What follows belongs to an exercise in optimizing a design on an open flow for small area and a short achievable clock period; a production flow would make more cautious choices. The RTL was checked by simulation tests, not by an equivalence proof against the original design. Power figures rest on the tool's default switching activity, not on a simulated workload.

==> flow/design.v <==
package fifo_pkg;
  localparam int DEF_AE_THRESH = 1;
  localparam int DEF_AF_MARGIN = 2;
  function automatic integer fill_width(input integer lgflen);
    fill_width = lgflen + 1;
  endfunction
  function automatic integer def_af_thresh(input integer lgflen);
    integer depth;
    depth = 1 << lgflen;
    def_af_thresh = (depth > DEF_AF_MARGIN) ? depth - DEF_AF_MARGIN : depth;
  endfunction
endpackage
module fifo_mem #(
  parameter int W  = 16,
  parameter int AW = 7
) (
  input  logic          clk,
  input  logic          rst_n,
  input  logic          wr_en,
  input  logic [AW-1:0] wr_addr,
  input  logic [W-1:0]  wr_data,
  input  logic          rd_en,
  input  logic [AW-1:0] rd_addr,
  output logic [W-1:0]  rd_data
);
  logic [W-1:0] mem [2**AW];
  always_ff @(posedge clk) begin
    if (wr_en) begin
      mem[wr_addr] <= wr_data;
    end
  end
  always_ff @(posedge clk or negedge rst_n) begin
    if (!rst_n) begin
      rd_data <= '0;
    end else if (rd_en) begin
      rd_data <= (wr_en && (wr_addr == rd_addr)) ? wr_data : mem[rd_addr];
    end
  end
endmodule
module stream_fifo #(
  parameter int W         = 16,
  parameter int LGFLEN    = 7,
  parameter int AF_THRESH = fifo_pkg::def_af_thresh(LGFLEN),
  parameter int AE_THRESH = fifo_pkg::DEF_AE_THRESH
) (
  input  logic                          clk,
  input  logic                          rst_n,
  input  logic                          flush,
  input  logic [W-1:0]                  s_data,
  input  logic                          s_valid,
  output logic                          s_ready,
  output logic [W-1:0]                  m_data,
  output logic                          m_valid,
  input  logic                          m_ready,
  output logic [fifo_pkg::fill_width(LGFLEN)-1:0] fill,
  output logic                          almost_full,
  output logic                          almost_empty
);
  localparam int DEPTH = 2 ** LGFLEN;
  localparam int FW    = fifo_pkg::fill_width(LGFLEN);
  localparam logic [FW-1:0]     DEPTH_F  = FW'(DEPTH);
  localparam logic [FW-1:0]     AF_F     = FW'(AF_THRESH);
  localparam logic [FW-1:0]     AE_F     = FW'(AE_THRESH);
  localparam logic [FW-1:0]     FILL_ONE = FW'(1);
  localparam logic [LGFLEN-1:0] PTR_ONE  = LGFLEN'(1);
  if (W < 1) begin : g_bad_w
    $error("stream_fifo: W must be >= 1");
  end
  if (LGFLEN < 1) begin : g_bad_lgflen
    $error("stream_fifo: LGFLEN must be >= 1");
  end
  if (AF_THRESH < 1 || AF_THRESH > DEPTH) begin : g_bad_af
    $error("stream_fifo: AF_THRESH must be within 1..DEPTH");
  end
  if (AE_THRESH < 0 || AE_THRESH > DEPTH - 1) begin : g_bad_ae
    $error("stream_fifo: AE_THRESH must be within 0..DEPTH-1");
  end
  logic [LGFLEN-1:0] wr_ptr;
  logic [LGFLEN-1:0] rd_ptr;
  logic [LGFLEN-1:0] rd_ptr_next;
  logic [FW-1:0]     fill_next;
  logic              do_write;
  logic              do_read;
  logic              mem_wr_en;
  logic              mem_rd_en;
  always_comb begin
    do_write    = s_valid && s_ready;
    do_read     = m_valid && m_ready;
    rd_ptr_next = do_read ? rd_ptr + PTR_ONE : rd_ptr;
    fill_next   = fill;
    if (flush) begin
      fill_next = '0;
    end else if (do_write && !do_read) begin
      fill_next = fill + FILL_ONE;
    end else if (!do_write && do_read) begin
      fill_next = fill - FILL_ONE;
    end
  end
  assign mem_wr_en = do_write && !flush;
  assign mem_rd_en = !flush && (fill_next != '0);
  fifo_mem #(
    .W  (W),
    .AW (LGFLEN)
  ) u_mem (
    .clk     (clk),
    .rst_n   (rst_n),
    .wr_en   (mem_wr_en),
    .wr_addr (wr_ptr),
    .wr_data (s_data),
    .rd_en   (mem_rd_en),
    .rd_addr (rd_ptr_next),
    .rd_data (m_data)
  );
  always_ff @(posedge clk or negedge rst_n) begin
    if (!rst_n) begin
      wr_ptr <= '0;
      rd_ptr <= '0;
    end else if (flush) begin
      wr_ptr <= '0;
      rd_ptr <= '0;
    end else begin
      if (do_write) begin
        wr_ptr <= wr_ptr + PTR_ONE;
      end
      rd_ptr <= rd_ptr_next;
    end
  end
  always_ff @(posedge clk or negedge rst_n) begin
    if (!rst_n) begin
      fill         <= '0;
      m_valid      <= 1'b0;
      s_ready      <= 1'b1;
      almost_full  <= 1'b0;
      almost_empty <= 1'b1;
    end else begin
      fill         <= fill_next;
      m_valid      <= (fill_next != '0);
      s_ready      <= (fill_next < DEPTH_F);
      almost_full  <= (fill_next >= AF_F);
      almost_empty <= (fill_next <= AE_F);
    end
  end
endmodule
==> flow/run.sh <==
#!/bin/bash
# synth_recipe.tcl (not shown) runs the flow's synth.tcl, then flattens the netlist and writes it again
# the make line also repeats each setting of config.mk as NAME=value (left out here)
make -C /OpenROAD-flow-scripts/flow DESIGN_CONFIG=/design/flow/config.mk WORK_HOME=/design/flow/orfs CLKGATE_MAP_FILE= SYNTH_SCRIPT=/design/flow/synth_recipe.tcl finish
==> flow/config.mk <==
export PLATFORM = sky130hd
export DESIGN_NAME = stream_fifo
export DESIGN_NICKNAME = stream_fifo
export VERILOG_FILES = /design/flow/design.v
export SDC_FILE = /design/flow/constraint.sdc
export NUM_CORES = 4
export LEC_CHECK = 0
export CAP_MARGIN = 20
export CORE_MARGIN = 2
export CORE_UTILIZATION = 40
export SLEW_MARGIN = 20
==> flow/constraint.sdc <==
create_clock -name core_clock -period 5.0 [get_ports {clk}]
set_input_delay 1.0000 -clock core_clock [delete_from_list [all_inputs] [get_ports {clk}]]
set_output_delay 1.0000 -clock core_clock [all_outputs]
set_load 0.01 [all_outputs]
==> results_tabular.tex, run 1 <==
\begin{tabular}{lr}
\hline
Metric & Value \\
\hline
\multicolumn{2}{l}{\textbf{Global route}} \\
\quad First-pass GRT wire length & 410 mm \\
\quad Initial antenna violation count & 12 \\
\quad Pin count of the biggest net entering global routing & 85 \\
\quad GRT Resource Usage Total & 0.254 \\
\quad Global-route congestion overflow total & 0 \\
\quad Number of global-route vias before repair & 54.7k \\
\multicolumn{2}{l}{\textbf{Power and ir drop}} \\
\quad Worst supply voltage drop on vdd & 331 uV \\
\quad Net Sw Power & 0.0140 W \\
\quad Combinational share of power & 0.236 \\
\quad Overall power after layout & 0.0462 W \\
\quad Share of total power consumed by net switching & 0.302 \\
\quad Internal power component & 0.0323 W \\
\quad Leakage component of the power & 33.4 nW \\
\quad Fraction of power consumed by sequential logic & 0.426 \\
\quad Share of power burned in the clock network & 0.339 \\
\quad Power per Cell Area & 452 mW/mm\^{}2 \\
\multicolumn{2}{l}{\textbf{Yosys}} \\
\quad Count of yosys warnings during synthesis & 2 \\
\quad Count of cell types in the netlist & 83 \\
\quad Share of flip-flops with an asynchronous set or reset after synthesis & 0.0201 \\
\quad Cell with the most instances after synthesis & sky130\_fd\_sc\_hd\_\_edfxtp\_1 \\
\quad Number of register bits inferred by synthesis & 2090 \\
\quad Area of the mapped netlist & 0.0888 mm\^{}2 \\
\quad Leading register cell type out of synthesis & sky130\_fd\_sc\_hd\_\_edfxtp\_1 \\
\quad Count of flip-flops with a built-in enable after synthesis & 2048 \\
\quad Post-synthesis sequential area ratio & 0.705 \\
\quad Post-synthesis cell count & 5956 \\
\quad Mean instance size in the synthesized netlist & 14.9 um\^{}2 \\
\quad Library cell with the largest summed area after synthesis & sky130\_fd\_sc\_hd\_\_edfxtp\_1 \\
\quad Cell types occupying the most area after synthesis & sky130\_fd\_sc\_hd\_\_edfxtp\_1, sky130\_fd\_sc\_hd\_\_mux2i\_1, sky130\_fd\_sc\_hd\_\_mux4\_2 \\
\quad Syn\_nets & 5981 \\
\quad Commonest cells post-synth & sky130\_fd\_sc\_hd\_\_edfxtp\_1, sky130\_fd\_sc\_hd\_\_nand2\_1, sky130\_fd\_sc\_hd\_\_mux2i\_1 \\
\quad Area share of the leading cell type in the synthesized netlist & 0.693 \\
\multicolumn{2}{l}{\textbf{Setup path}} \\
\quad Startpoint types & flop \\
\quad Start point of the critical path & m\_valid \\
\quad Setup Crit Path Kind & flop to flop \\
\quad Reg-to-reg critical path startpoint & m\_valid \\
\quad Max Fanout on Critical Path & 16 \\
\quad Nature of the critical path endpoint & flop \\
\quad Worst EP arrival & 5.34 ns \\
\quad Required time of the critical path & 5.72 ns \\
\multicolumn{2}{l}{\textbf{Drt}} \\
\quad Remaining DRCs & 0 \\
\quad First DRT Iteration DRCs & 7772 \\
\quad Pre-antenna DRT Iters & 8 \\
\quad Vias per cell & 6.12 \\
\quad DRT Wirelength & 292 mm \\
\quad Detailed-route wire length per cell & 31.1 um \\
\quad Total number of vias & 57.4k \\
\quad Post-detailed-route count of antenna-violating nets & 0 \\
\multicolumn{2}{l}{\textbf{Placed design}} \\
\quad Weighted congestion reported at the end of routability-driven placement & 0.934 \\
\quad Port bufs & 48 \\
\quad Total placed cells including tap cells & 8983 \\
\quad Post-DP HPWL & 182 mm \\
\multicolumn{2}{l}{\textbf{Die}} \\
\quad Total Die Area & 0.226 mm\^{}2 \\
\quad IO Count & 49 \\
\quad Row count & 172 \\
\quad Core ar. & 0.220 mm\^{}2 \\
\quad Die span in x & 475 um \\
\quad Die outline height & 475 um \\
\quad Initial Utilization & 0.403 \\
\multicolumn{2}{l}{\textbf{Clock tree}} \\
\quad Clock latency on the worst-skew pair & 0.86 ns \\
\quad Clock transition time at the flip-flop clock pins of the worst setup and hold paths & 0.06 ns \\
\quad Largest buffer count on any clock path & 3 \\
\quad CTS Sinks & 2090 \\
\quad Clock buffer count from CTS & 213 \\
\quad Post-CTS setup repair buffer count & 0 \\
\quad Clk root buf & sky130\_fd\_sc\_hd\_\_clkbuf\_16 \\
\quad Number of cells upsized or downsized after cts & 0 \\
\quad CTS tree & done \\
\quad Post-CTS Hold Buffers & 0 \\
\quad Max H-tree Level & 4 \\
\multicolumn{2}{l}{\textbf{STA}} \\
\quad Total Neg Setup Slack & 0 ns \\
\quad Time the final worst path needs with I/O delays and setup & 4.62 ns \\
\quad Worst hold margin & 0.266 ns \\
\quad RSZ-0062 raised after global routing & false \\
\quad Final worst path period share & 0.925 \\
\quad Total count of max-transition violations in the final report & 0 \\
\quad Final setup violation count & 0 \\
\quad Final hold violations & 0 \\
\quad Slew at the pin closest to its max-slew limit & 1.17 ns \\
\quad Headroom to the max-slew limit & 0.221 \\
\quad Max Clock Freq & 0.216 GHz \\
\quad Clock skew & 0.0345 ns \\
\multicolumn{2}{l}{\textbf{Finish}} \\
\quad Area Overhead vs Synth & 15.1\% \\
\quad Reg area & 0.0626 mm\^{}2 \\
\quad NumNets Final & 6265 \\
\quad Fin cells & 9379 \\
\quad Combined area of the multi-input logic cells & 0.0242 mm\^{}2 \\
\quad Layout cell share with drive strength beyond 1 & 0.160 \\
\quad Filler cell count & 18.9k \\
\multicolumn{2}{l}{\textbf{Status}} \\
\quad Run status & finished clean \\
\multicolumn{2}{l}{\textbf{Job}} \\
\quad Max-capacitance violation count & 0 \\
\multicolumn{2}{l}{\textbf{Hold path}} \\
\quad Worst hold path type & input pin to async pin \\
\hline
\end{tabular}
==> worst max-delay path, stage by stage, from the launching register on <==
cell	delay (ns)
sky130_fd_sc_hd__dfrtp_1	0.88
sky130_fd_sc_hd__nand3_2	0.42
sky130_fd_sc_hd__xor2_4	0.27
sky130_fd_sc_hd__buf_12	0.21
sky130_fd_sc_hd__buf_4	0.28
sky130_fd_sc_hd__buf_4	0.28
sky130_fd_sc_hd__a211oi_1	0.09
sky130_fd_sc_hd__o311ai_0	0.68
sky130_fd_sc_hd__a32oi_1	0.26
sky130_fd_sc_hd__o311ai_0	0.73
sky130_fd_sc_hd__nor3b_1	0.25
sky130_fd_sc_hd__o21ai_0	0.12
==> metal layers <==
layer  GRT usage  routed length [um]
met1       0.347              114000
met2       0.395              133000
met3      0.0495               29900
met4       0.112               14200
met5           0                  57
==> flip-flops by register name (all words and copies together), names as in the netlist <==
register and cells:
u_mem.mem 2048, u_mem.rd_data 16, fill 8, rd_ptr 7
wr_ptr 7, almost_empty 1, almost_full 1, m_valid 1
s_ready 1
==> cells by family (layout without fill, tap and decap cells) <==
kind of cell | Yosys count | in the layout | share of synthesized area
fa+ha+maj | 4 | 4 | 0.000564
compound gates | 1030 | 1030 | 0.0821
buf+inv | 469 | 929 | 0.0262
other cells | 0 | 5 | 0
xor+xnor | 28 | 28 | 0.00293
flops | 2090 | 2090 | 0.705
simple gates | 1612 | 1612 | 0.0820
mux | 723 | 723 | 0.102
==> power by group through the flow <==
stage | clock, W | combinational, W | sequential (W)
floorplan | 0 | 0.00661 | 0.0199
global placement | 0 | 0.0107 | 0.0200
detailed placement | 0 | 0.0108 | 0.0200
CTS | 0.0158 | 0.0108 | 0.0197
global route | 0.0165 | 0.0115 | 0.0197
finish | 0.0157 | 0.0109 | 0.0197
==> area by class of cell <==
cell class | instances | share of cell area
clock inverter | 111 | 0.0108
inverter | 6 | 0.000269
multi-input combinational | 3397 | 0.236
tap | 2958 | 0.0362
timing repair buffer | 532 | 0.0485
clock buffer | 280 | 0.0555
antenna | 5 | 0.000122
sequential | 2090 | 0.612
==> metrics by stage <==
stage / utilization / setup WS, ns / area, um^2
after detailed placement: 0.433 / -0.159 / 95400
after global placement: 0.433 / -0.0948 / 95400
after global routing: 0.464 / 0.298 / 102000
after CTS: 0.464 / 0.502 / 102000
final: 0.464 / 0.377 / 102000
after floorplan: - / 1.28 / 88800
==> layout by cell type (no fill, tap or decap), types with 28 or more instances in the layout <==
cell                              instances
sky130_fd_sc_hd__clkbuf_1                60
sky130_fd_sc_hd__clkinv_2                28
sky130_fd_sc_hd__buf_12                  71
sky130_fd_sc_hd__nand2_1                837
sky130_fd_sc_hd__mux2i_1                566
sky130_fd_sc_hd__mux4_2                 141
sky130_fd_sc_hd__nor2_1                 173
sky130_fd_sc_hd__dfrtp_1                 38
sky130_fd_sc_hd__nand3_1                146
sky130_fd_sc_hd__nor2_2                  29
sky130_fd_sc_hd__and3_1                 191
sky130_fd_sc_hd__a21oi_1                112
sky130_fd_sc_hd__clkinv_1                43
sky130_fd_sc_hd__a311oi_1               120
sky130_fd_sc_hd__a211oi_1               207
sky130_fd_sc_hd__edfxtp_1              2048
sky130_fd_sc_hd__nor4_1                  31
sky130_fd_sc_hd__o21ai_0                119
sky130_fd_sc_hd__a22oi_1                 34
sky130_fd_sc_hd__clkbuf_16              215
sky130_fd_sc_hd__o22ai_1                119
sky130_fd_sc_hd__nor2b_1                 42
sky130_fd_sc_hd__a32oi_1                 30
sky130_fd_sc_hd__clkdlybuf4s50_1         31
sky130_fd_sc_hd__nor3_1                  70
sky130_fd_sc_hd__buf_4                  429
sky130_fd_sc_hd__a31oi_1                103
==> final timing paths <==
| kind | end | slack, ns | cells past startpoint |
|---|---|---|---|
| min reg2reg | fill[7] | 0.67 | 3 |
| max in group asynchronous | rd_ptr[0] | 4.15 | 2 |
| max | u_mem.rd_data[15] | 0.38 | 11 |
| max reg2reg | u_mem.rd_data[15] | 0.38 | 11 |
| min in group core_clock | u_mem.mem[31][1] | 0.60 | 1 |
| min | almost_full | 0.27 | 2 |
==> run 2, diff against run 1 <==
==> flow/design.v (replaced) <==
package fifo_pkg;
  localparam int DEF_AE_THRESH = 1;
  localparam int DEF_AF_MARGIN = 2;
  function automatic integer fill_width(input integer lgflen);
    fill_width = lgflen + 1;
  endfunction
  function automatic integer def_af_thresh(input integer lgflen);
    integer depth;
    depth = 1 << lgflen;
    def_af_thresh = (depth > DEF_AF_MARGIN) ? depth - DEF_AF_MARGIN : depth;
  endfunction
endpackage
module fifo_mem #(
  parameter int W  = 16,
  parameter int AW = 7
) (
  input  logic          clk,
  input  logic [AW-1:0] wr_addr,
  input  logic [W-1:0]  wr_data,
  input  logic [AW-1:0] rd_addr,
  output logic [W-1:0]  rd_data
);
  localparam int DEPTH = 2 ** AW;
  logic [W-1:0] mem [DEPTH];
  always_ff @(posedge clk) begin
    mem[wr_addr] <= wr_data;
  end
  logic [DEPTH-1:0] rd_sel;
  always_comb begin
    rd_sel = '0;
    rd_sel[rd_addr] = 1'b1;
    rd_data = '0;
    for (int i = 0; i < DEPTH; i++) begin
      rd_data = rd_data | (mem[i] & {W{rd_sel[i]}});
    end
  end
endmodule
module stream_fifo #(
  parameter int W         = 16,
  parameter int LGFLEN    = 7,
  parameter int AF_THRESH = fifo_pkg::def_af_thresh(LGFLEN),
  parameter int AE_THRESH = fifo_pkg::DEF_AE_THRESH
) (
  input  logic                          clk,
  input  logic                          rst_n,
  input  logic                          flush,
  input  logic [W-1:0]                  s_data,
  input  logic                          s_valid,
  output logic                          s_ready,
  output logic [W-1:0]                  m_data,
  output logic                          m_valid,
  input  logic                          m_ready,
  output logic [fifo_pkg::fill_width(LGFLEN)-1:0] fill,
  output logic                          almost_full,
  output logic                          almost_empty
);
  localparam int DEPTH = 2 ** LGFLEN;
  localparam int FW    = fifo_pkg::fill_width(LGFLEN);
  if (W < 1) begin : g_bad_w
    $error("stream_fifo: W must be >= 1");
  end
  if (LGFLEN < 1) begin : g_bad_lgflen
    $error("stream_fifo: LGFLEN must be >= 1");
  end
  if (AF_THRESH < 1 || AF_THRESH > DEPTH) begin : g_bad_af
    $error("stream_fifo: AF_THRESH must be within 1..DEPTH");
  end
  if (AE_THRESH < 0 || AE_THRESH > DEPTH - 1) begin : g_bad_ae
    $error("stream_fifo: AE_THRESH must be within 0..DEPTH-1");
  end
  logic [LGFLEN-1:0] wr_ptr;    
  logic [LGFLEN-1:0] rd_nxt;    
  logic [W-1:0]      mem_rd;
  logic              do_write, do_read, up, dn;
  logic              one;       
  assign do_write = s_valid && s_ready;
  assign do_read  = m_ready && m_valid;
  assign up       = !flush && do_write && !do_read;
  assign dn       = !flush && do_read && !do_write;
  assign one      = m_valid && (fill <= FW'(1));
  fifo_mem #(
    .W  (W),
    .AW (LGFLEN)
  ) u_mem (
    .clk     (clk),
    .wr_addr (wr_ptr),
    .wr_data (s_data),
    .rd_addr (rd_nxt),
    .rd_data (mem_rd)
  );
  always_ff @(posedge clk or negedge rst_n) begin
    if (!rst_n) begin
      wr_ptr <= '0;
      rd_nxt <= LGFLEN'(1);
    end else if (flush) begin
      wr_ptr <= '0;
      rd_nxt <= LGFLEN'(1);
    end else begin
      if (do_write) wr_ptr <= wr_ptr + LGFLEN'(1);
      if (do_read)  rd_nxt <= rd_nxt + LGFLEN'(1);
    end
  end
  always_ff @(posedge clk) begin
    if (!m_valid || (one && m_ready)) begin
      m_data <= s_data;
    end else if (m_ready) begin
      m_data <= mem_rd;
    end
  end
  always_ff @(posedge clk or negedge rst_n) begin
    if (!rst_n) begin
      fill         <= '0;
      m_valid      <= 1'b0;
      s_ready      <= 1'b1;
      almost_full  <= 1'b0;
      almost_empty <= 1'b1;
    end else if (flush) begin
      fill         <= '0;
      m_valid      <= 1'b0;
      s_ready      <= 1'b1;
      almost_full  <= 1'b0;
      almost_empty <= 1'b1;
    end else if (up) begin
      fill         <= fill + FW'(1);
      m_valid      <= 1'b1;
      s_ready      <= (fill < FW'(DEPTH - 1));
      almost_full  <= (fill >= FW'(AF_THRESH - 1));
      almost_empty <= (fill < FW'(AE_THRESH));
    end else if (dn) begin
      fill         <= fill - FW'(1);
      m_valid      <= (fill > FW'(1));
      s_ready      <= 1'b1;
      almost_full  <= (fill > FW'(AF_THRESH));
      almost_empty <= (fill <= FW'(AE_THRESH + 1));
    end
  end
endmodule
==> run 2 against run 1 <==
Compared with the run above:
- now fails the layout checks on negative setup slack
- sequential power barely moved
- cell count is 14% lower
- worst setup slack worse by 0.55 ns
- total power shrank 17%
- highest routed layer unchanged
- clock-buffer cell count shrank 43
- synthesized cell count down 22%
- synthesized area is 12% lower
- global-route usage up 14 points
- clock power grew 3%
- first-iteration DRC count rose by 77%
==> results_tabular.tex, run 2 <==
\begin{tabular}{lr}
\hline
Metric & Value \\
\hline
\multicolumn{2}{l}{\textbf{Status}} \\
\quad Run status & complete, but fails checks \\
\quad Set of violated layout checks & negative setup slack \\
\multicolumn{2}{l}{\textbf{Placed design}} \\
\quad Weighted congestion reported at the end of routability-driven placement & 1.04 \\
\quad Port bufs & 48 \\
\quad Worst setup slack before clock tree synthesis & -0.328 ns \\
\quad Post-placement cell area & 0.0875 mm\^{}2 \\
\quad Post-DP HPWL & 266 mm \\
\multicolumn{2}{l}{\textbf{Global route}} \\
\quad GRT Resource Usage Total & 0.397 \\
\quad Number of global-route vias before repair & 50.5k \\
\quad Global-route congestion overflow total & 0 \\
\quad Met1 track utilization from global routing & 0.507 \\
\quad Initial antenna violation count & 40 \\
\quad Met2 demand-to-capacity share in global routing & 0.562 \\
\quad M3 GR Usage & 0.152 \\
\quad Grt peak-use layer & met2 \\
\quad First-pass GRT wire length & 513 mm \\
\quad Pin count of the biggest net entering global routing & 130 \\
\multicolumn{2}{l}{\textbf{Power and ir drop}} \\
\quad Power per Cell Area & 405 mW/mm\^{}2 \\
\quad Net Sw Power & 0.00931 W \\
\quad Share of total power consumed by net switching & 0.243 \\
\quad Share of power burned in the clock network & 0.420 \\
\quad Worst supply voltage drop on vdd & 400 uV \\
\quad Combinational share of power & 0.071 \\
\quad Fraction of power consumed by sequential logic & 0.510 \\
\quad Internal power component & 0.0290 W \\
\quad Leakage component of the power & 29.7 nW \\
\multicolumn{2}{l}{\textbf{Drt}} \\
\quad Detailed-route wire length per cell & 50.0 um \\
\quad Total number of vias & 57.1k \\
\quad Vias per cell & 7.09 \\
\quad Pre-antenna DRT Iters & 8 \\
\quad First DRT Iteration DRCs & 13.8k \\
\quad DRT Wirelength & 402 mm \\
\quad Remaining DRCs & 0 \\
\quad Post-detailed-route count of antenna-violating nets & 0 \\
\multicolumn{2}{l}{\textbf{Yosys}} \\
\quad Cell types occupying the most area after synthesis & sky130\_fd\_sc\_hd\_\_edfxtp\_1, sky130\_fd\_sc\_hd\_\_a22oi\_1, sky130\_fd\_sc\_hd\_\_a22o\_1 \\
\quad Mean instance size in the synthesized netlist & 17.0 um\^{}2 \\
\quad Count of flip-flops with a built-in enable after synthesis & 2064 \\
\quad Commonest cells post-synth & sky130\_fd\_sc\_hd\_\_edfxtp\_1, sky130\_fd\_sc\_hd\_\_a22oi\_1, sky130\_fd\_sc\_hd\_\_nor2\_1 \\
\quad Count of yosys warnings during synthesis & 2 \\
\quad Cell with the most instances after synthesis & sky130\_fd\_sc\_hd\_\_edfxtp\_1 \\
\quad Count of cell types in the netlist & 89 \\
\quad Syn\_nets & 4649 \\
\quad Post-synthesis cell count & 4618 \\
\quad Number of register bits inferred by synthesis & 2090 \\
\quad Share of flip-flops with an asynchronous set or reset after synthesis & 0.0124 \\
\quad Area of the mapped netlist & 0.0785 mm\^{}2 \\
\quad Post-synthesis sequential area ratio & 0.798 \\
\quad Library cell with the largest summed area after synthesis & sky130\_fd\_sc\_hd\_\_edfxtp\_1 \\
\quad Leading register cell type out of synthesis & sky130\_fd\_sc\_hd\_\_edfxtp\_1 \\
\quad Area share of the leading cell type in the synthesized netlist & 0.789 \\
\multicolumn{2}{l}{\textbf{Clock tree}} \\
\quad Clock buffer count from CTS & 207 \\
\quad Clock latency on the worst-skew pair & 0.91 ns \\
\quad Clk root buf & sky130\_fd\_sc\_hd\_\_clkbuf\_16 \\
\quad Max H-tree Level & 4 \\
\quad CTS Sinks & 2090 \\
\quad CTS tree & done \\
\quad Clock transition time at the flip-flop clock pins of the worst setup and hold paths & 0.07 ns \\
\quad Largest buffer count on any clock path & 3 \\
\multicolumn{2}{l}{\textbf{STA}} \\
\quad Total Neg Setup Slack & -0.429 ns \\
\quad Time the final worst path needs with I/O delays and setup & 5.17 ns \\
\quad Final setup violation count & 5 \\
\quad Clock skew & 0.0993 ns \\
\quad Worst hold margin & 0.530 ns \\
\quad Slew at the pin closest to its max-slew limit & 1.36 ns \\
\quad Final hold violations & 0 \\
\quad Final worst path period share & 1.03 \\
\quad RSZ-0062 raised after global routing & true \\
\quad Final setup slack of the worst path & -0.174 ns \\
\quad Total count of max-transition violations in the final report & 0 \\
\quad Max Clock Freq & 0.193 GHz \\
\quad Headroom to the max-slew limit & 0.0953 \\
\multicolumn{2}{l}{\textbf{Die}} \\
\quad Initial Utilization & 0.403 \\
\quad Die span in x & 447 um \\
\quad Die outline height & 447 um \\
\quad Core ar. & 0.195 mm\^{}2 \\
\quad Total Die Area & 0.200 mm\^{}2 \\
\quad Row count & 162 \\
\quad IO Count & 49 \\
\multicolumn{2}{l}{\textbf{Finish}} \\
\quad Area Overhead vs Synth & 20.4\% \\
\quad Register with the most flip-flops & u\_mem.mem \\
\quad Layout cell share with drive strength beyond 1 & 0.220 \\
\quad Most common cell after layout, fill and taps aside & sky130\_fd\_sc\_hd\_\_edfxtp\_1 \\
\quad Core utilization of the finished layout & 0.485 \\
\quad Number of flip-flops in the largest register & 2048 \\
\quad Cell area after layout & 0.0945 mm\^{}2 \\
\quad Commonest cells after routing, fill and taps aside & sky130\_fd\_sc\_hd\_\_edfxtp\_1, sky130\_fd\_sc\_hd\_\_buf\_4, sky130\_fd\_sc\_hd\_\_a22oi\_1 \\
\quad NumNets Final & 5262 \\
\quad Top Registers & u\_mem.mem: 2048 flops, m\_data: 16 flops, fill: 8 flops \\
\multicolumn{2}{l}{\textbf{Setup path}} \\
\quad Critical-path cell list & inv\_1, ha\_1, xnor2\_2, buf\_8, a211oi\_1, buf\_4, nand2\_1, nor2\_1, buf\_12, a222oi\_1, nand3\_1, a211o\_4, a2111oi\_1, a41oi\_1 \\
\quad CP max stage cell & sky130\_fd\_sc\_hd\_\_a222oi\_1 \\
\quad Setup Crit Path Kind & flop to flop \\
\quad Startpoint types & flop \\
\quad Max Fanout on Critical Path & 21 \\
\quad Required time of the critical path & 5.62 ns \\
\quad CP max stage delay & 1.09 ns \\
\quad Worst EP arrival & 5.79 ns \\
\quad Nature of the critical path endpoint & flop \\
\multicolumn{2}{l}{\textbf{Job}} \\
\quad Max-capacitance violation count & 0 \\
\multicolumn{2}{l}{\textbf{Hold path}} \\
\quad Worst hold path type & flop to flop \\
\hline
\end{tabular}
-- run 2: power by group through the flow --
| stage | logic, W | registers, W | clock network, W |
|---|---|---|---|
| 2_1_floorplan | 0.000755 | 0.0198 | 0 |
| 3_3_place_gp | 0.00250 | 0.0199 | 0 |
| 3_5_place_dp | 0.00252 | 0.0199 | 0 |
| 4_1_cts | 0.00253 | 0.0195 | 0.0160 |
| 5_1_grt | 0.00263 | 0.0195 | 0.0166 |
| 6_report | 0.00270 | 0.0195 | 0.0161 |
-- run 2: metal layers --
layer / share of wire / vias up
li1: - / 20500
met1: 0.34 / 29000
met2: 0.41 / 6318
met3: 0.16 / 1217
met4: 0.082 / 20
met5: 0.00074 / -
-- run 2: final timing paths --
check	start	to	slack [ns]	cells past startpoint
min in group asynchronous	rst_n	fill[6]	0.55	2
setup reg to reg	rd_nxt[0]	m_data[11]	-0.17	14
hold reg to reg	almost_full	almost_full	0.53	2
hold / removal	almost_full	almost_full	0.53	2
setup / recovery	rd_nxt[0]	m_data[11]	-0.17	14
max in group asynchronous	rst_n	rd_nxt[0]	4.13	2
-- run 2: stage by stage --
| step | power (W) | std cells |
|---|---|---|
| 3_5_place_dp | 0.0224 | 7645 |
| 2_1_floorplan | 0.0206 | 4618 |
| 4_1_cts | 0.0380 | 8025 |
| 3_3_place_gp | 0.0224 | 7639 |
| 6_report | 0.0383 | 8055 |
| 5_1_grt | 0.0388 | 8027 |
-- run 2: critical path, delay by kind of cell (launching register included) --
kind            cells  cell delay [ns]
flops               1             0.53
compound gates      5             2.31
simple gates        3             0.73
buf+inv             4             0.81
xor+xnor            1             0.33
fa+ha+maj           1             0.24
-- run 2: area by class of cell --
type,count,area [um^2]
tap,2624,3280
clock inverter,143,1520
fill,16600,100000
antenna,29,72.6
timing repair buffer,649,5640
inverter,7,26.3
clock buffer,237,5350
multi-input combinational,2276,16000
sequential,2090,62600
-- run 2: timing repair --
item,CTS,global route
hold endpoints to repair,0,0
pin swaps,0,4
hold buffers,0,0
setup endpoints to repair,2,7
resized for setup,2,12
buffers inserted,0,0
-- run 2: cells by family after synthesis --
kind of cell | Yosys count | share of synthesized area
XOR/XNOR | 22 | 0.00245
adder cells (fa/ha/maj) | 10 | 0.00159
multiplexers | 37 | 0.00484
buffers and inverters | 252 | 0.0133
AO/OA/AOI/OAI | 1186 | 0.116
flip-flops | 2090 | 0.798
AND/OR/NAND/NOR | 1021 | 0.0640
==> run 3, diff against run 2 <==
--- a/flow/design.v
+++ b/flow/design.v
@@ -16,7 +16,7 @@
 ) (
-  input  logic          clk,
-  input  logic [AW-1:0] wr_addr,
-  input  logic [W-1:0]  wr_data,
-  input  logic [AW-1:0] rd_addr,
-  output logic [W-1:0]  rd_data
+  input  logic              clk,
+  input  logic [AW-1:0]     wr_addr,
+  input  logic [W-1:0]      wr_data,
+  input  logic [2**AW-1:0]  rd_sel,
+  output logic [W-1:0]      rd_data
 );
@@ -27,6 +27,3 @@
   end
-  logic [DEPTH-1:0] rd_sel;
   always_comb begin
-    rd_sel = '0;
-    rd_sel[rd_addr] = 1'b1;
     rd_data = '0;
@@ -71,3 +68,3 @@
   logic [LGFLEN-1:0] wr_ptr;    
-  logic [LGFLEN-1:0] rd_nxt;    
+  logic [DEPTH-1:0]  rd_sel;    
   logic [W-1:0]      mem_rd;
@@ -87,3 +84,3 @@
     .wr_data (s_data),
-    .rd_addr (rd_nxt),
+    .rd_sel  (rd_sel),
     .rd_data (mem_rd)
@@ -93,13 +90,15 @@
       wr_ptr <= '0;
-      rd_nxt <= LGFLEN'(1);
+      rd_sel <= DEPTH'(2);
     end else if (flush) begin
       wr_ptr <= '0;
-      rd_nxt <= LGFLEN'(1);
+      rd_sel <= DEPTH'(2);
     end else begin
       if (do_write) wr_ptr <= wr_ptr + LGFLEN'(1);
-      if (do_read)  rd_nxt <= rd_nxt + LGFLEN'(1);
+      if (do_read)  rd_sel <= {rd_sel[DEPTH-2:0], rd_sel[DEPTH-1]};
     end
   end
-  always_ff @(posedge clk) begin
-    if (!m_valid || (one && m_ready)) begin
+  always_ff @(posedge clk or negedge rst_n) begin
+    if (!rst_n) begin
+      m_data <= '0;
+    end else if (!m_valid || (one && m_ready)) begin
       m_data <= s_data;
--- a/flow/config.mk
+++ b/flow/config.mk
@@ -9,3 +9,4 @@
 export CORE_MARGIN = 2
-export CORE_UTILIZATION = 40
+export CORE_UTILIZATION = 50
+export SETUP_SLACK_MARGIN = 2.5
 export SLEW_MARGIN = 20
==> run 3 against run 2 <==
Compared with the run above:
- the run now finishes clean
- die area shrank 18%
- synthesized area rose by 1.7%
- wire length rose by 6.8%
- core utilization increased by 13 points
- combinational power down 52%
- total power is essentially flat
- clock skew shrank 0.054 ns
- register-to-register slack better by 2.2 ns
- maximum frequency increased by 72%
- cell area is 2.9% higher
- non-clock buffer count rose by 6
==> results_tabular.tex, run 3 <==
\begin{tabular}{lr}
\hline
Metric & Value \\
\hline
\multicolumn{2}{l}{\textbf{Drt}} \\
\quad First DRT Iteration DRCs & 14.6k \\
\quad DRT Wirelength & 430 mm \\
\quad Remaining DRCs & 0 \\
\quad Total number of vias & 59.0k \\
\quad Vias per cell & 8.05 \\
\quad Post-detailed-route count of antenna-violating nets & 0 \\
\quad Detailed-route wire length per cell & 58.6 um \\
\quad Pre-antenna DRT Iters & 10 \\
\multicolumn{2}{l}{\textbf{Yosys}} \\
\quad Count of yosys warnings during synthesis & 2 \\
\quad Proportion of synthesized area in mux cells & 0 \\
\quad Mean instance size in the synthesized netlist & 17.9 um\^{}2 \\
\quad Syn\_nets & 4495 \\
\quad Count of flip-flops with a built-in enable after synthesis & 2048 \\
\quad Number of register bits inferred by synthesis & 2211 \\
\quad Library cell with the largest summed area after synthesis & sky130\_fd\_sc\_hd\_\_edfxtp\_1 \\
\quad Cell with the most instances after synthesis & sky130\_fd\_sc\_hd\_\_edfxtp\_1 \\
\quad Area of the mapped netlist & 0.0799 mm\^{}2 \\
\quad Simple-gate portion of the synthesized area & 0.0415 \\
\quad Post-synthesis sequential area ratio & 0.821 \\
\quad Leading register cell type out of synthesis & sky130\_fd\_sc\_hd\_\_edfxtp\_1 \\
\quad Compound-Gate Fraction of Synth Area & 0.119 \\
\quad Combinational family with the most area after synthesis & compound AO/OA/AOI/OAI gates \\
\quad Commonest cells post-synth & sky130\_fd\_sc\_hd\_\_edfxtp\_1, sky130\_fd\_sc\_hd\_\_a22o\_1, sky130\_fd\_sc\_hd\_\_a221oi\_1 \\
\quad Post-synthesis cell count & 4469 \\
\quad Share of the synthesized netlist area taken by xor and xnor gates & 0.00143 \\
\quad Share of flip-flops with an asynchronous set or reset after synthesis & 0.0737 \\
\quad Count of cell types in the netlist & 46 \\
\quad Cell types occupying the most area after synthesis & sky130\_fd\_sc\_hd\_\_edfxtp\_1, sky130\_fd\_sc\_hd\_\_dfrtp\_1, sky130\_fd\_sc\_hd\_\_a22o\_1 \\
\quad Post-synthesis share of cell area spent on full adders, half adders and majority gates & 0.000783 \\
\quad Area share of the leading cell type in the synthesized netlist & 0.770 \\
\multicolumn{2}{l}{\textbf{Status}} \\
\quad Run status & finished clean \\
\multicolumn{2}{l}{\textbf{Finish}} \\
\quad Commonest cells after routing, fill and taps aside & sky130\_fd\_sc\_hd\_\_edfxtp\_1, sky130\_fd\_sc\_hd\_\_buf\_4, sky130\_fd\_sc\_hd\_\_a22o\_1 \\
\quad Most common cell after layout, fill and taps aside & sky130\_fd\_sc\_hd\_\_edfxtp\_1 \\
\quad Register with the most flip-flops & u\_mem.mem \\
\quad Top Registers & u\_mem.mem: 2048 flops, rd\_sel: 128 flops, m\_data: 16 flops \\
\quad Area Overhead vs Synth & 21.8\% \\
\quad Filler cell count & 11.5k \\
\quad NumNets Final & 5045 \\
\quad Core utilization of the finished layout & 0.613 \\
\quad Number of flip-flops in the largest register & 2048 \\
\quad Fin cells & 7332 \\
\quad Layout cell share with drive strength beyond 1 & 0.280 \\
\multicolumn{2}{l}{\textbf{Clock tree}} \\
\quad Clk root buf & sky130\_fd\_sc\_hd\_\_clkbuf\_16 \\
\quad Largest buffer count on any clock path & 3 \\
\quad Clock buffer count from CTS & 217 \\
\quad Clock transition time at the flip-flop clock pins of the worst setup and hold paths & 0.06 ns \\
\quad Post-CTS Hold Buffers & 0 \\
\quad Max H-tree Level & 4 \\
\quad CTS tree & done \\
\quad CTS Sinks & 2211 \\
\quad Clock latency on the worst-skew pair & 0.90 ns \\
\multicolumn{2}{l}{\textbf{STA}} \\
\quad Total count of max-transition violations in the final report & 0 \\
\quad Time the final worst path needs with I/O delays and setup & 3.02 ns \\
\quad Total Neg Setup Slack & 0 ns \\
\quad Final worst path period share & 0.603 \\
\quad RSZ-0062 raised after global routing & true \\
\quad Slew at the pin closest to its max-slew limit & 1.17 ns \\
\quad Final setup violation count & 0 \\
\quad Clock skew & 0.0450 ns \\
\quad Max Clock Freq & 0.331 GHz \\
\quad Final hold violations & 0 \\
\quad Headroom to the max-slew limit & 0.220 \\
\multicolumn{2}{l}{\textbf{Job}} \\
\quad Max-capacitance violation count & 0 \\
\multicolumn{2}{l}{\textbf{Die}} \\
\quad Row count & 146 \\
\quad IO Count & 49 \\
\quad Core ar. & 0.159 mm\^{}2 \\
\quad Die outline height & 404 um \\
\quad Initial Utilization & 0.504 \\
\quad Total Die Area & 0.163 mm\^{}2 \\
\quad Die span in x & 404 um \\
\multicolumn{2}{l}{\textbf{Power and ir drop}} \\
\quad Worst supply voltage drop on vdd & 375 uV \\
\quad Leakage component of the power & 31.7 nW \\
\quad Power per Cell Area & 394 mW/mm\^{}2 \\
\multicolumn{2}{l}{\textbf{Hold path}} \\
\quad Worst hold path type & input pin to async pin \\
\multicolumn{2}{l}{\textbf{Setup path}} \\
\quad Start point of the critical path & rd\_sel[53] \\
\quad Reg-to-reg critical path startpoint & rd\_sel[53] \\
\quad Worst EP arrival & 3.76 ns \\
\quad Setup Crit Path Kind & flop to flop \\
\quad Nature of the critical path endpoint & flop \\
\quad Startpoint types & flop \\
\quad Required time of the critical path & 5.74 ns \\
\quad Max Fanout on Critical Path & 6 \\
\multicolumn{2}{l}{\textbf{Placed design}} \\
\quad Post-DP HPWL & 268 mm \\
\quad Weighted congestion reported at the end of routability-driven placement & 1.06 \\
\quad Total placed cells including tap cells & 6675 \\
\quad Port bufs & 48 \\
\multicolumn{2}{l}{\textbf{Global route}} \\
\quad Initial antenna violation count & 47 \\
\quad Global-route congestion overflow total & 0 \\
\quad Number of global-route vias before repair & 51.1k \\
\quad First-pass GRT wire length & 538 mm \\
\quad Pin count of the biggest net entering global routing & 130 \\
\quad GRT Resource Usage Total & 0.523 \\
\hline
\end{tabular}
-- run 3: repair_timing --
| item | CTS | global route |
|---|---|---|
| pin swaps | 93 | 59 |
| endpoints found under the setup margin | 913 | 577 |
| setup buffers | 143 | 52 |
| gates resized for setup | 537 | 152 |
| cloned | 0 | 2 |
-- run 3: worst paths after layout --
check | end | slack (ns) | cells past startpoint
max in group asynchronous | rd_sel[56] | 3.40 | 2
worst min register to register | almost_full | 0.53 | 2
worst max-delay path | m_data[13] | 1.98 | 7
min in group core_clock | almost_full | 0.53 | 2
worst min-delay path | rd_sel[108] | 0.26 | 1
worst max register to register | m_data[13] | 1.98 | 7
-- run 3: kinds of logic after synthesis --
kind of cell,after synthesis
XOR/XNOR,13
flip-flops,2211
AND/OR/NAND/NOR,713
AO/OA/AOI/OAI,1198
adder cells (fa/ha/maj),5
buffers and inverters,329
-- run 3: critical path, stage by stage (launching register included) --
cell and delay [ns]:
sky130_fd_sc_hd__dfrtp_2 0.45, sky130_fd_sc_hd__buf_12 0.18, sky130_fd_sc_hd__a22o_4 0.30, sky130_fd_sc_hd__a221oi_4 0.74, sky130_fd_sc_hd__nand4_1 0.50, sky130_fd_sc_hd__nor4_4 0.45
sky130_fd_sc_hd__buf_4 0.21, sky130_fd_sc_hd__a21oi_2 0.05
-- run 3: where the power goes --
group / total [W] / switching, W / internal [W] / leakage, nW
Sequential: 0.0204 / 0.000118 / 0.0203 / 20.5
Combinational: 0.00130 / 0.00100 / 0.000301 / 7.77
Clock: 0.0165 / 0.00743 / 0.00911 / 3.50
Total: 0.0383 / 0.00855 / 0.0297 / 31.7
-- run 3: cell type report --
| cell class | instances | area [um^2] | share of cell area |
|---|---|---|---|
| Sequential cell | 2211 | 65800 | 0.677 |
| Multi-Input combinational cell | 1931 | 15500 | 0.160 |
| Timing Repair Buffer | 655 | 6070 | 0.0625 |
| Clock buffer | 281 | 5920 | 0.0609 |
| Tap cell | 2072 | 2590 | 0.0267 |
| Clock inverter | 130 | 1170 | 0.0121 |
| Antenna cell | 49 | 123 | 0.00126 |
| Inverter | 3 | 11.3 | 0.000116 |
-- run 3: metrics by stage --
step	hold WS [ns]	total power [W]	area, um^2	setup WS (ns)
2_1_floorplan	0.555	0.0211	79900	2.56
3_3_place_gp	0.535	0.0219	85500	1.22
3_5_place_dp	0.519	0.0219	85600	1.11
4_1_cts	0.280	0.0380	95800	2.11
5_1_grt	0.288	0.0388	97100	2.12
6_report	0.258	0.0383	97200	1.98
-- run 3: per-layer routing --
metal	up-vias	wire (um)	GRT usage
met5	-	454	0.00297
met4	26	47600	0.452
met3	2005	82400	0.290
met2	7746	168000	0.687
met1	29500	131000	0.615
li1	19700	-	-
==> run 4, diff against run 3 <==
--- a/flow/design.v
+++ b/flow/design.v
@@ -14,19 +14,29 @@
   parameter int W  = 16,
-  parameter int AW = 7
+  parameter int AW = 7,
+  parameter int LO = 3,
+  parameter int NB = 4
 ) (
-  input  logic              clk,
-  input  logic [AW-1:0]     wr_addr,
-  input  logic [W-1:0]      wr_data,
-  input  logic [2**AW-1:0]  rd_sel,
-  output logic [W-1:0]      rd_data
+  input  logic                  clk,
+  input  logic [2**LO-1:0]      wr_lo,
+  input  logic [2**(AW-LO)-1:0] wr_hi,
+  input  logic [W-1:0]          wr_data,
+  input  logic [2**AW-1:0]      rd_sel,
+  output logic [NB*W-1:0]       rd_data
 );
   localparam int DEPTH = 2 ** AW;
+  localparam int NL    = 2 ** LO;
   logic [W-1:0] mem [DEPTH];
   always_ff @(posedge clk) begin
-    mem[wr_addr] <= wr_data;
+    for (int i = 0; i < DEPTH; i++) begin
+      if (wr_lo[i % NL] && wr_hi[i / NL]) begin
+        mem[i] <= wr_data;
+      end
+    end
   end
   always_comb begin
-    rd_data = '0;
-    for (int i = 0; i < DEPTH; i++) begin
-      rd_data = rd_data | (mem[i] & {W{rd_sel[i]}});
+    for (int b = 0; b < NB; b++) begin
+      rd_data[b*W +: W] = '0;
+      for (int i = b; i < DEPTH; i += NB) begin
+        rd_data[b*W +: W] = rd_data[b*W +: W] | (mem[i] & {W{rd_sel[i]}});
+      end
     end
@@ -55,2 +65,3 @@
   localparam int FW    = fifo_pkg::fill_width(LGFLEN);
+  localparam int NB    = 4;                 
   if (W < 1) begin : g_bad_w
@@ -58,4 +69,4 @@
   end
-  if (LGFLEN < 1) begin : g_bad_lgflen
-    $error("stream_fifo: LGFLEN must be >= 1");
+  if (LGFLEN < 3) begin : g_bad_lgflen
+    $error("stream_fifo: LGFLEN must be >= 3");
   end
@@ -67,7 +78,16 @@
   end
-  logic [LGFLEN-1:0] wr_ptr;    
+  localparam int LO = LGFLEN / 2;
+  localparam int NL = 2 ** LO;
+  localparam int NH = 2 ** (LGFLEN - LO);
+  logic [NL-1:0]     wr_lo;
+  logic [NH-1:0]     wr_hi;
   logic [DEPTH-1:0]  rd_sel;    
-  logic [W-1:0]      mem_rd;
+  logic [NB-1:0]     rd_bank;   
+  logic [NB-1:0]     wr_bank;   
+  logic [NB*W-1:0]   bank_rd;
+  logic [W-1:0]      win [NB];
+  logic [W-1:0]      win_head;
   logic              do_write, do_read, up, dn;
   logic              one;       
+  logic              tail_in_win;
   assign do_write = s_valid && s_ready;
@@ -77,11 +97,22 @@
   assign one      = m_valid && (fill <= FW'(1));
+  always_comb begin
+    for (int b = 0; b < NB; b++) begin
+      wr_bank[b] = 1'b0;
+      for (int i = b; i < NL; i += NB) wr_bank[b] = wr_bank[b] | wr_lo[i];
+    end
+  end
+  assign tail_in_win = do_read ? (fill >= FW'(2) && fill <= FW'(NB + 1))
+                               : (fill >= FW'(1) && fill <= FW'(NB));
   fifo_mem #(
     .W  (W),
-    .AW (LGFLEN)
+    .AW (LGFLEN),
+    .LO (LO),
+    .NB (NB)
   ) u_mem (
     .clk     (clk),
-    .wr_addr (wr_ptr),
+    .wr_lo   (wr_lo),
+    .wr_hi   (wr_hi),
     .wr_data (s_data),
     .rd_sel  (rd_sel),
-    .rd_data (mem_rd)
+    .rd_data (bank_rd)
   );
@@ -89,10 +120,35 @@
     if (!rst_n) begin
-      wr_ptr <= '0;
-      rd_sel <= DEPTH'(2);
+      wr_lo   <= NL'(1);
+      wr_hi   <= NH'(1);
+      rd_sel  <= DEPTH'(1) << (NB + 1);
+      rd_bank <= NB'(2);
     end else if (flush) begin
-      wr_ptr <= '0;
-      rd_sel <= DEPTH'(2);
+      wr_lo   <= NL'(1);
+      wr_hi   <= NH'(1);
+      rd_sel  <= DEPTH'(1) << (NB + 1);
+      rd_bank <= NB'(2);
     end else begin
-      if (do_write) wr_ptr <= wr_ptr + LGFLEN'(1);
-      if (do_read)  rd_sel <= {rd_sel[DEPTH-2:0], rd_sel[DEPTH-1]};
+      if (do_write) begin
+        wr_lo <= {wr_lo[NL-2:0], wr_lo[NL-1]};
+        if (wr_lo[NL-1]) wr_hi <= {wr_hi[NH-2:0], wr_hi[NH-1]};
+      end
+      if (do_read) begin
+        rd_sel  <= {rd_sel[DEPTH-2:0], rd_sel[DEPTH-1]};
+        rd_bank <= {rd_bank[NB-2:0], rd_bank[NB-1]};
+      end
+    end
+  end
+  always_ff @(posedge clk) begin
+    for (int b = 0; b < NB; b++) begin
+      if (tail_in_win && wr_bank[b]) begin
+        win[b] <= s_data;
+      end else if (do_read && rd_bank[b]) begin
+        win[b] <= bank_rd[b*W +: W];
+      end
+    end
+  end
+  always_comb begin
+    win_head = '0;
+    for (int b = 0; b < NB; b++) begin
+      win_head = win_head | (win[b] & {W{rd_bank[b]}});
     end
@@ -105,3 +161,3 @@
     end else if (m_ready) begin
-      m_data <= mem_rd;
+      m_data <= win_head;
     end
--- a/flow/config.mk
+++ b/flow/config.mk
@@ -9,4 +9,4 @@
 export CORE_MARGIN = 2
-export CORE_UTILIZATION = 50
-export SETUP_SLACK_MARGIN = 2.5
+export CORE_UTILIZATION = 40
+export SETUP_SLACK_MARGIN = 2.6
 export SLEW_MARGIN = 20
==> run 4 against run 3 <==
Compared with the run above:
- total power increased by 2.3%
- sequential power increased by 5%
- synthesized area increased by 4.9%
- sequential share of layout area increased by 2.9 points
- still clean
- cell count increased by 9.8%
- non-clock buffer count decreased by 282
- cell area decreased by 0.73%
==> results_tabular.tex, run 4 <==
\begin{tabular}{lr}
\hline
Metric & Value \\
\hline
\multicolumn{2}{l}{\textbf{Yosys}} \\
\quad Number of register bits inferred by synthesis & 2296 \\
\quad Area share of the leading cell type in the synthesized netlist & 0.757 \\
\quad Mean instance size in the synthesized netlist & 17.4 um\^{}2 \\
\quad Cell types occupying the most area after synthesis & sky130\_fd\_sc\_hd\_\_edfxtp\_1, sky130\_fd\_sc\_hd\_\_a22oi\_1, sky130\_fd\_sc\_hd\_\_dfrtp\_1 \\
\quad Count of yosys warnings during synthesis & 4 \\
\quad Post-synthesis sequential area ratio & 0.812 \\
\quad Syn\_nets & 4834 \\
\quad Area of the mapped netlist & 0.0838 mm\^{}2 \\
\quad Post-synthesis cell count & 4810 \\
\quad Share of flip-flops with an asynchronous set or reset after synthesis & 0.0801 \\
\quad Leading register cell type out of synthesis & sky130\_fd\_sc\_hd\_\_edfxtp\_1 \\
\quad Count of flip-flops with a built-in enable after synthesis & 2112 \\
\quad Library cell with the largest summed area after synthesis & sky130\_fd\_sc\_hd\_\_edfxtp\_1 \\
\quad Commonest cells post-synth & sky130\_fd\_sc\_hd\_\_edfxtp\_1, sky130\_fd\_sc\_hd\_\_a22oi\_1, sky130\_fd\_sc\_hd\_\_nand2\_1 \\
\quad Cell with the most instances after synthesis & sky130\_fd\_sc\_hd\_\_edfxtp\_1 \\
\quad Count of cell types in the netlist & 47 \\
\multicolumn{2}{l}{\textbf{STA}} \\
\quad Final hold violations & 0 \\
\quad Clock skew & 0.0258 ns \\
\quad Total Neg Setup Slack & 0 ns \\
\quad Final worst path period share & 0.513 \\
\quad Max Clock Freq & 0.390 GHz \\
\quad Final setup slack of the worst path & 2.43 ns \\
\quad Slew at the pin closest to its max-slew limit & 1.16 ns \\
\quad Total count of max-transition violations in the final report & 0 \\
\quad Worst hold margin & 0.141 ns \\
\quad Final setup violation count & 0 \\
\quad RSZ-0062 raised after global routing & true \\
\quad Headroom to the max-slew limit & 0.224 \\
\quad Time the final worst path needs with I/O delays and setup & 2.57 ns \\
\multicolumn{2}{l}{\textbf{Setup path}} \\
\quad Buf/Inv on CP & 1 \\
\quad Top delay family on crit path & simple AND/OR/NAND/NOR gates \\
\quad Critical-path cell list & buf\_4, a22oi\_1, nand4\_1, or4\_1, mux2\_4 \\
\quad Setup Crit Path Kind & flop to flop \\
\quad Reg-to-reg slack, setup & 2.43 ns \\
\quad CP max stage delay & 0.71 ns \\
\quad Nature of the critical path endpoint & flop \\
\quad CP max stage cell & sky130\_fd\_sc\_hd\_\_or4\_1 \\
\quad Worst EP arrival & 3.17 ns \\
\quad Required time of the critical path & 5.60 ns \\
\quad Max Fanout on Critical Path & 10 \\
\quad Startpoint types & flop \\
\multicolumn{2}{l}{\textbf{Power and ir drop}} \\
\quad Fraction of power consumed by sequential logic & 0.546 \\
\quad Worst supply voltage drop on vdd & 403 uV \\
\quad Share of total power consumed by net switching & 0.213 \\
\quad Combinational share of power & 0.042 \\
\quad Net Sw Power & 0.00834 W \\
\quad Leakage component of the power & 30.9 nW \\
\quad Share of power burned in the clock network & 0.412 \\
\quad Power per Cell Area & 406 mW/mm\^{}2 \\
\quad Internal power component & 0.0308 W \\
\multicolumn{2}{l}{\textbf{Global route}} \\
\quad M3 GR Usage & 0.0665 \\
\quad Met2 demand-to-capacity share in global routing & 0.412 \\
\quad GRT Resource Usage Total & 0.272 \\
\quad Initial antenna violation count & 12 \\
\quad Pin count of the biggest net entering global routing & 109 \\
\quad Number of global-route vias before repair & 48.3k \\
\quad Grt peak-use layer & met2 \\
\quad Global-route congestion overflow total & 0 \\
\quad First-pass GRT wire length & 399 mm \\
\quad Met1 track utilization from global routing & 0.378 \\
\multicolumn{2}{l}{\textbf{Die}} \\
\quad Initial Utilization & 0.403 \\
\quad Row count & 167 \\
\quad Die span in x & 462 um \\
\quad Core ar. & 0.208 mm\^{}2 \\
\quad Total Die Area & 0.213 mm\^{}2 \\
\quad Die outline height & 462 um \\
\quad IO Count & 49 \\
\multicolumn{2}{l}{\textbf{Clock tree}} \\
\quad Clock latency on the worst-skew pair & 0.85 ns \\
\quad Post-CTS Hold Buffers & 0 \\
\quad Clock buffer count from CTS & 222 \\
\quad CTS Sinks & 2296 \\
\quad Clk root buf & sky130\_fd\_sc\_hd\_\_clkbuf\_16 \\
\quad Largest buffer count on any clock path & 3 \\
\quad Max H-tree Level & 4 \\
\quad CTS tree & done \\
\quad Clock transition time at the flip-flop clock pins of the worst setup and hold paths & 0.07 ns \\
\multicolumn{2}{l}{\textbf{Drt}} \\
\quad Vias per cell & 6.47 \\
\quad First DRT Iteration DRCs & 9483 \\
\quad Total number of vias & 52.1k \\
\quad Remaining DRCs & 0 \\
\quad Detailed-route wire length per cell & 36.8 um \\
\quad DRT Wirelength & 296 mm \\
\quad Pre-antenna DRT Iters & 8 \\
\quad Post-detailed-route count of antenna-violating nets & 0 \\
\multicolumn{2}{l}{\textbf{Finish}} \\
\quad Top Registers & u\_mem.mem: 2048 flops, rd\_sel: 128 flops, win: 64 flops \\
\quad Cell area after layout & 0.0965 mm\^{}2 \\
\quad Most common cell after layout, fill and taps aside & sky130\_fd\_sc\_hd\_\_edfxtp\_1 \\
\quad NumNets Final & 5098 \\
\quad Area Overhead vs Synth & 15.2\% \\
\quad Layout cell share with drive strength beyond 1 & 0.168 \\
\quad Number of flip-flops in the largest register & 2048 \\
\quad Register with the most flip-flops & u\_mem.mem \\
\quad Commonest cells after routing, fill and taps aside & sky130\_fd\_sc\_hd\_\_edfxtp\_1, sky130\_fd\_sc\_hd\_\_a22oi\_1, sky130\_fd\_sc\_hd\_\_buf\_4 \\
\quad Filler cell count & 17.6k \\
\multicolumn{2}{l}{\textbf{Placed design}} \\
\quad Port bufs & 48 \\
\quad Post-placement cell area & 0.0885 mm\^{}2 \\
\quad Worst setup slack before clock tree synthesis & 1.43 ns \\
\quad Post-DP HPWL & 163 mm \\
\quad Weighted congestion reported at the end of routability-driven placement & 0.875 \\
\multicolumn{2}{l}{\textbf{Job}} \\
\quad Max-capacitance violation count & 0 \\
\multicolumn{2}{l}{\textbf{Status}} \\
\quad Run status & finished clean \\
\multicolumn{2}{l}{\textbf{Hold path}} \\
\quad Worst hold path type & input pin to async pin \\
\hline
\end{tabular}
run 4: cell types whose count changed after synthesis, moves of 46 or more:
cell / previous run / this run
sky130_fd_sc_hd__nand4_1: 152 / 256
sky130_fd_sc_hd__a22oi_1: 319 / 1054
sky130_fd_sc_hd__a221oi_1: 351 / 1
sky130_fd_sc_hd__nor2_1: 154 / 29
sky130_fd_sc_hd__a22o_1: 352 / 16
sky130_fd_sc_hd__edfxtp_1: 2048 / 2112
sky130_fd_sc_hd__buf_1: 25 / 71
sky130_fd_sc_hd__and2_1: 2 / 130
run 4: area by class of cell:
type,count,area [um^2],share of cell area
flip-flops and latches,2296,68100,0.706
multi-input cells,2163,14900,0.154
clock buffers,285,5910,0.0612
well taps,2788,3490,0.0361
repair buffers,373,3070,0.0318
clock inverters,118,950,0.00984
inverters,18,67.6,0.000700
diodes,10,25.0,0.000259
run 4: cell families (layout without fill, tap and decap cells):
kind of cell	Yosys count	after routing	share of synthesized area
xor gates and xnor gates	5	5	0.000523
DFF	2296	2296	0.812
adders and majority gates	3	3	0.000448
AOI/OAI and AO/OA	1289	1298	0.111
and+or+nand+nor	802	806	0.0509
buffers and inverters	364	794	0.0167
muxes	51	51	0.00807
other	0	10	0
run 4: stage by stage:
stage / power (W) / instances / util
final: 0.0392 / 8051 / 0.465
after global routing: 0.0400 / 8043 / 0.465
after CTS: 0.0391 / 8033 / 0.464
after detailed placement: 0.0230 / 7566 / 0.426
after global placement: 0.0230 / 7566 / 0.426
after floorplan: 0.0222 / 4810 / -
run 4: worst paths after layout:
| kind | startpoint | end | depth (start not counted) |
|---|---|---|---|
| setup / recovery | rd_sel[52] | win[0][13] | 5 |
| hold / removal | rst_n | m_data[11] | 1 |
| setup reg to reg | rd_sel[52] | win[0][13] | 5 |
| hold reg to reg | almost_full | almost_full | 2 |
| max in group asynchronous | rst_n | rd_sel[50] | 2 |
| min in group core_clock | almost_full | almost_full | 2 |
run 4: per-layer routing:
metal	routed length [um]	up-vias
met5	27	-
met4	13500	4
met3	40300	686
met2	133000	4224
met1	110000	27000
li1	-	20200
run 4: repair_timing:
action | CTS | global route
gates cloned | 13 | 1
setup endpoints to repair | 242 | 252
gates resized for setup | 255 | 22
buffers inserted | 51 | 6
pin swaps | 24 | 8
hold endpoints to repair | 0 | 0
run 4: power by group through the flow:
stage          Sequential [W]  Combinational [W]  Clock (W)
6_report               0.0214            0.00166     0.0161
3_5_place_dp           0.0218            0.00123          0
5_1_grt                0.0214            0.00174     0.0169
4_1_cts                0.0213            0.00159     0.0162
3_3_place_gp           0.0218            0.00121          0
2_1_floorplan          0.0217           0.000553          0
==> run 5, diff against run 4 <==
--- a/flow/design.v
+++ b/flow/design.v
@@ -22,3 +22,4 @@
   input  logic [W-1:0]          wr_data,
-  input  logic [2**AW-1:0]      rd_sel,
+  input  logic [2**LO-1:0]      rd_lo,
+  input  logic [2**(AW-LO)-1:0] rd_hi,
   output logic [NB*W-1:0]       rd_data
@@ -35,3 +36,7 @@
   end
+  logic [DEPTH-1:0] rd_sel;
   always_comb begin
+    for (int i = 0; i < DEPTH; i++) begin
+      rd_sel[i] = rd_lo[i % NL] && rd_hi[i / NL];
+    end
     for (int b = 0; b < NB; b++) begin
@@ -83,3 +88,4 @@
   logic [NH-1:0]     wr_hi;
-  logic [DEPTH-1:0]  rd_sel;    
+  logic [NL-1:0]     rd_lo;     
+  logic [NH-1:0]     rd_hi;     
   logic [NB-1:0]     rd_bank;   
@@ -115,3 +121,4 @@
     .wr_data (s_data),
-    .rd_sel  (rd_sel),
+    .rd_lo   (rd_lo),
+    .rd_hi   (rd_hi),
     .rd_data (bank_rd)
@@ -122,3 +129,4 @@
       wr_hi   <= NH'(1);
-      rd_sel  <= DEPTH'(1) << (NB + 1);
+      rd_lo   <= NL'(1) << ((NB + 1) % NL);
+      rd_hi   <= NH'(1) << ((NB + 1) / NL);
       rd_bank <= NB'(2);
@@ -127,3 +135,4 @@
       wr_hi   <= NH'(1);
-      rd_sel  <= DEPTH'(1) << (NB + 1);
+      rd_lo   <= NL'(1) << ((NB + 1) % NL);
+      rd_hi   <= NH'(1) << ((NB + 1) / NL);
       rd_bank <= NB'(2);
@@ -135,3 +144,4 @@
       if (do_read) begin
-        rd_sel  <= {rd_sel[DEPTH-2:0], rd_sel[DEPTH-1]};
+        rd_lo   <= {rd_lo[NL-2:0], rd_lo[NL-1]};
+        if (rd_lo[NL-1]) rd_hi <= {rd_hi[NH-2:0], rd_hi[NH-1]};
         rd_bank <= {rd_bank[NB-2:0], rd_bank[NB-1]};
==> run 5 against run 4 <==
Compared with the run above:
- global-route usage shrank 2.1 points
- sequential power shrank 5%
- non-clock buffer count grew 26
- die area shrank 4.4%
- core utilization grew 0.57 points
- critical path depth shrank 4
==> results_tabular.tex, run 5 <==
\begin{tabular}{lr}
\hline
Metric & Value \\
\hline
\multicolumn{2}{l}{\textbf{Status}} \\
\quad Run status & finished clean \\
\multicolumn{2}{l}{\textbf{Global route}} \\
\quad Grt peak-use layer & met2 \\
\quad Initial antenna violation count & 7 \\
\quad Number of global-route vias before repair & 44.9k \\
\quad Met2 demand-to-capacity share in global routing & 0.392 \\
\quad GRT Resource Usage Total & 0.251 \\
\quad First-pass GRT wire length & 361 mm \\
\quad Global-route congestion overflow total & 0 \\
\quad M3 GR Usage & 0.0538 \\
\quad Pin count of the biggest net entering global routing & 102 \\
\multicolumn{2}{l}{\textbf{Finish}} \\
\quad Register with the most flip-flops & u\_mem.mem \\
\quad Combined area of the multi-input logic cells & 0.0143 mm\^{}2 \\
\quad NumNets Final & 4755 \\
\quad Number of flip-flops in the largest register & 2048 \\
\quad Reg area & 0.0655 mm\^{}2 \\
\quad Top Registers & u\_mem.mem: 2048 flops, win: 64 flops \\
\quad Area Overhead vs Synth & 17.2\% \\
\quad Commonest cells after routing, fill and taps aside & sky130\_fd\_sc\_hd\_\_edfxtp\_1, sky130\_fd\_sc\_hd\_\_a22oi\_1, sky130\_fd\_sc\_hd\_\_a22o\_1 \\
\quad Layout cell share with drive strength beyond 1 & 0.175 \\
\multicolumn{2}{l}{\textbf{Clock tree}} \\
\quad Clock transition time at the flip-flop clock pins of the worst setup and hold paths & 0.06 ns \\
\quad Post-CTS Hold Buffers & 0 \\
\quad CTS Sinks & 2192 \\
\quad Max H-tree Level & 4 \\
\quad Clock latency on the worst-skew pair & 0.87 ns \\
\quad Clock buffer count from CTS & 207 \\
\quad Clk root buf & sky130\_fd\_sc\_hd\_\_clkbuf\_16 \\
\quad Largest buffer count on any clock path & 3 \\
\multicolumn{2}{l}{\textbf{STA}} \\
\quad Final worst path period share & 0.512 \\
\quad Total count of max-transition violations in the final report & 0 \\
\quad Total Neg Setup Slack & 0 ns \\
\quad Final setup violation count & 0 \\
\quad Clock skew & 0.0373 ns \\
\multicolumn{2}{l}{\textbf{Yosys}} \\
\quad Area of the mapped netlist & 0.0801 mm\^{}2 \\
\quad Count of cell types in the netlist & 51 \\
\quad Area share of the leading cell type in the synthesized netlist & 0.792 \\
\quad Mean instance size in the synthesized netlist & 18.2 um\^{}2 \\
\quad Post-synthesis sequential area ratio & 0.817 \\
\quad Syn\_nets & 4428 \\
\quad Leading register cell type out of synthesis & sky130\_fd\_sc\_hd\_\_edfxtp\_1 \\
\quad Number of register bits inferred by synthesis & 2192 \\
\quad Library cell with the largest summed area after synthesis & sky130\_fd\_sc\_hd\_\_edfxtp\_1 \\
\quad Cell types occupying the most area after synthesis & sky130\_fd\_sc\_hd\_\_edfxtp\_1, sky130\_fd\_sc\_hd\_\_a22oi\_1, sky130\_fd\_sc\_hd\_\_a22o\_1 \\
\multicolumn{2}{l}{\textbf{Die}} \\
\quad Total Die Area & 0.204 mm\^{}2 \\
\quad Initial Utilization & 0.401 \\
\quad IO Count & 49 \\
\quad Core ar. & 0.199 mm\^{}2 \\
\quad Die span in x & 451 um \\
\quad Die outline height & 451 um \\
\multicolumn{2}{l}{\textbf{Drt}} \\
\quad Remaining DRCs & 0 \\
\quad Vias per cell & 6.35 \\
\quad DRT Wirelength & 264 mm \\
\quad First DRT Iteration DRCs & 7671 \\
\quad Total number of vias & 48.1k \\
\quad Post-detailed-route count of antenna-violating nets & 0 \\
\quad Pre-antenna DRT Iters & 7 \\
\quad Detailed-route wire length per cell & 34.9 um \\
\multicolumn{2}{l}{\textbf{Power and ir drop}} \\
\quad Worst supply voltage drop on vdd & 429 uV \\
\quad Overall power after layout & 0.0371 W \\
\quad Leakage component of the power & 29.6 nW \\
\multicolumn{2}{l}{\textbf{Placed design}} \\
\quad Port bufs & 48 \\
\quad Post-DP HPWL & 136 mm \\
\quad Weighted congestion reported at the end of routability-driven placement & 0.888 \\
\multicolumn{2}{l}{\textbf{Setup path}} \\
\quad Worst EP arrival & 1.56 ns \\
\quad Setup Crit Path Kind & flop to output pin \\
\quad Max Fanout on Critical Path & 2 \\
\quad Startpoint types & flop \\
\quad Nature of the critical path endpoint & output pin \\
\quad Buf/Inv on CP & 1 \\
\quad CP max stage delay & 0.51 ns \\
\multicolumn{2}{l}{\textbf{Hold path}} \\
\quad Worst hold path type & input pin to async pin \\
\multicolumn{2}{l}{\textbf{Job}} \\
\quad Max-capacitance violation count & 0 \\
\hline
\end{tabular}
-- run 5: worst paths after layout --
path | start | end | slack [ns] | cells after the start
max in group asynchronous | rst_n | rd_hi[1] | 4.18 | 1
min reg2reg | rd_lo[6] | rd_lo[7] | 0.56 | 2
min | rst_n | almost_full | 0.17 | 1
max reg2reg | fill[1] | win[2][7] | 2.52 | 8
max | m_data[11] | m_data[11] | 2.44 | 1
min in group core_clock | rd_lo[6] | rd_lo[7] | 0.56 | 2
-- run 5: area by class of cell --
type,instances,area share
sequential,2192,0.698
multi-input combinational,1926,0.152
clock buffer,266,0.0587
timing repair buffer,399,0.0438
tap,2656,0.0354
clock inverter,118,0.0116
inverter,5,0.000240
antenna,5,0.000133
-- run 5: cell families (layout without fill, tap and decap cells) --
group,Yosys count,after routing,share of synthesized area
AO/OA/AOI/OAI,1337,1343,0.130
XOR/XNOR,6,6,0.000656
adder cells (fa/ha/maj),3,3,0.000469
buffers and inverters,296,788,0.0153
flip-flops,2192,2192,0.817
multiplexers,1,1,0.000141
other,0,5,0
AND/OR/NAND/NOR,569,573,0.0368
-- run 5: layer usage --
layer	wire length (um)	vias to the layer above
met5	40	-
met3	31200	434
met1	102000	25200
met2	122000	3265
met4	9040	6
li1	-	19200
-- run 5: power breakdown --
group,internal [W],switching (W),leakage [nW]
clock network,0.00852,0.00688,3.21
registers,0.0203,0.000152,20.0
logic,0.000401,0.000842,6.39
-- run 5: per-stage QoR --
stage                     instance area [um^2]  cells  hold WS (ns)  setup WS [ns]
after floorplan                          80100   4404         0.553           2.52
after detailed placement                 84700   7034         0.551           1.42
after global placement                   84600   7032         0.550           1.18
after CTS                                92800   7533         0.307           2.40
after global routing                     93800   7562         0.209           2.43
final                                    93800   7567         0.166           2.44
-- run 5: timing repair --
item,in CTS,in global routing
cloned,8,10
gates resized for setup,264,134
pin swaps,21,28
setup buffers,107,17
setup endpoints to repair,157,189

## separate check: timing with driven ports
The flow's constraints put no driver on any port. The routed layouts listed below were extracted and timed again, unchanged, in two steps. Step 1 assumes that a clkbuf_16 drives the clock port and a buf_2 every other input. Step 2 also shifts input and output timing later by t, the mid clock arrival at the registers, as if the neighbouring blocks saw the same clock. Three values: ideal ports, drivers, drivers and shift; two values: the first two.
| run | shift t [ns] | setup slack, ns | latest minus earliest clock arrival (ns) | worst data-port slew with drivers (ns) |
|---|---|---|---|---|
| run 1 | 0.942 | 0.377 / 0.377 / -0.308 | 0.047 / 0.047 | 0.08 |
| run 2 | 0.949 | -0.174 / -0.174 / -0.174 | 0.100 / 0.100 | 0.04 |
| run 3 | 0.958 | 1.983 / 1.983 / 1.808 | 0.059 / 0.060 | 0.05 |
| run 4 | 0.928 | 2.433 / 2.391 / 1.618 | 0.030 / 0.031 | 0.08 |
| run 5 | 0.950 | 2.442 / 2.346 / 1.808 | 0.039 / 0.040 | 0.13 |
Met with ideal ports but missed after step 2: setup timing in run 1. The setup slack of run 4, which loses most, moves by -0.042 ns with the drivers and by -0.815 ns with both steps.
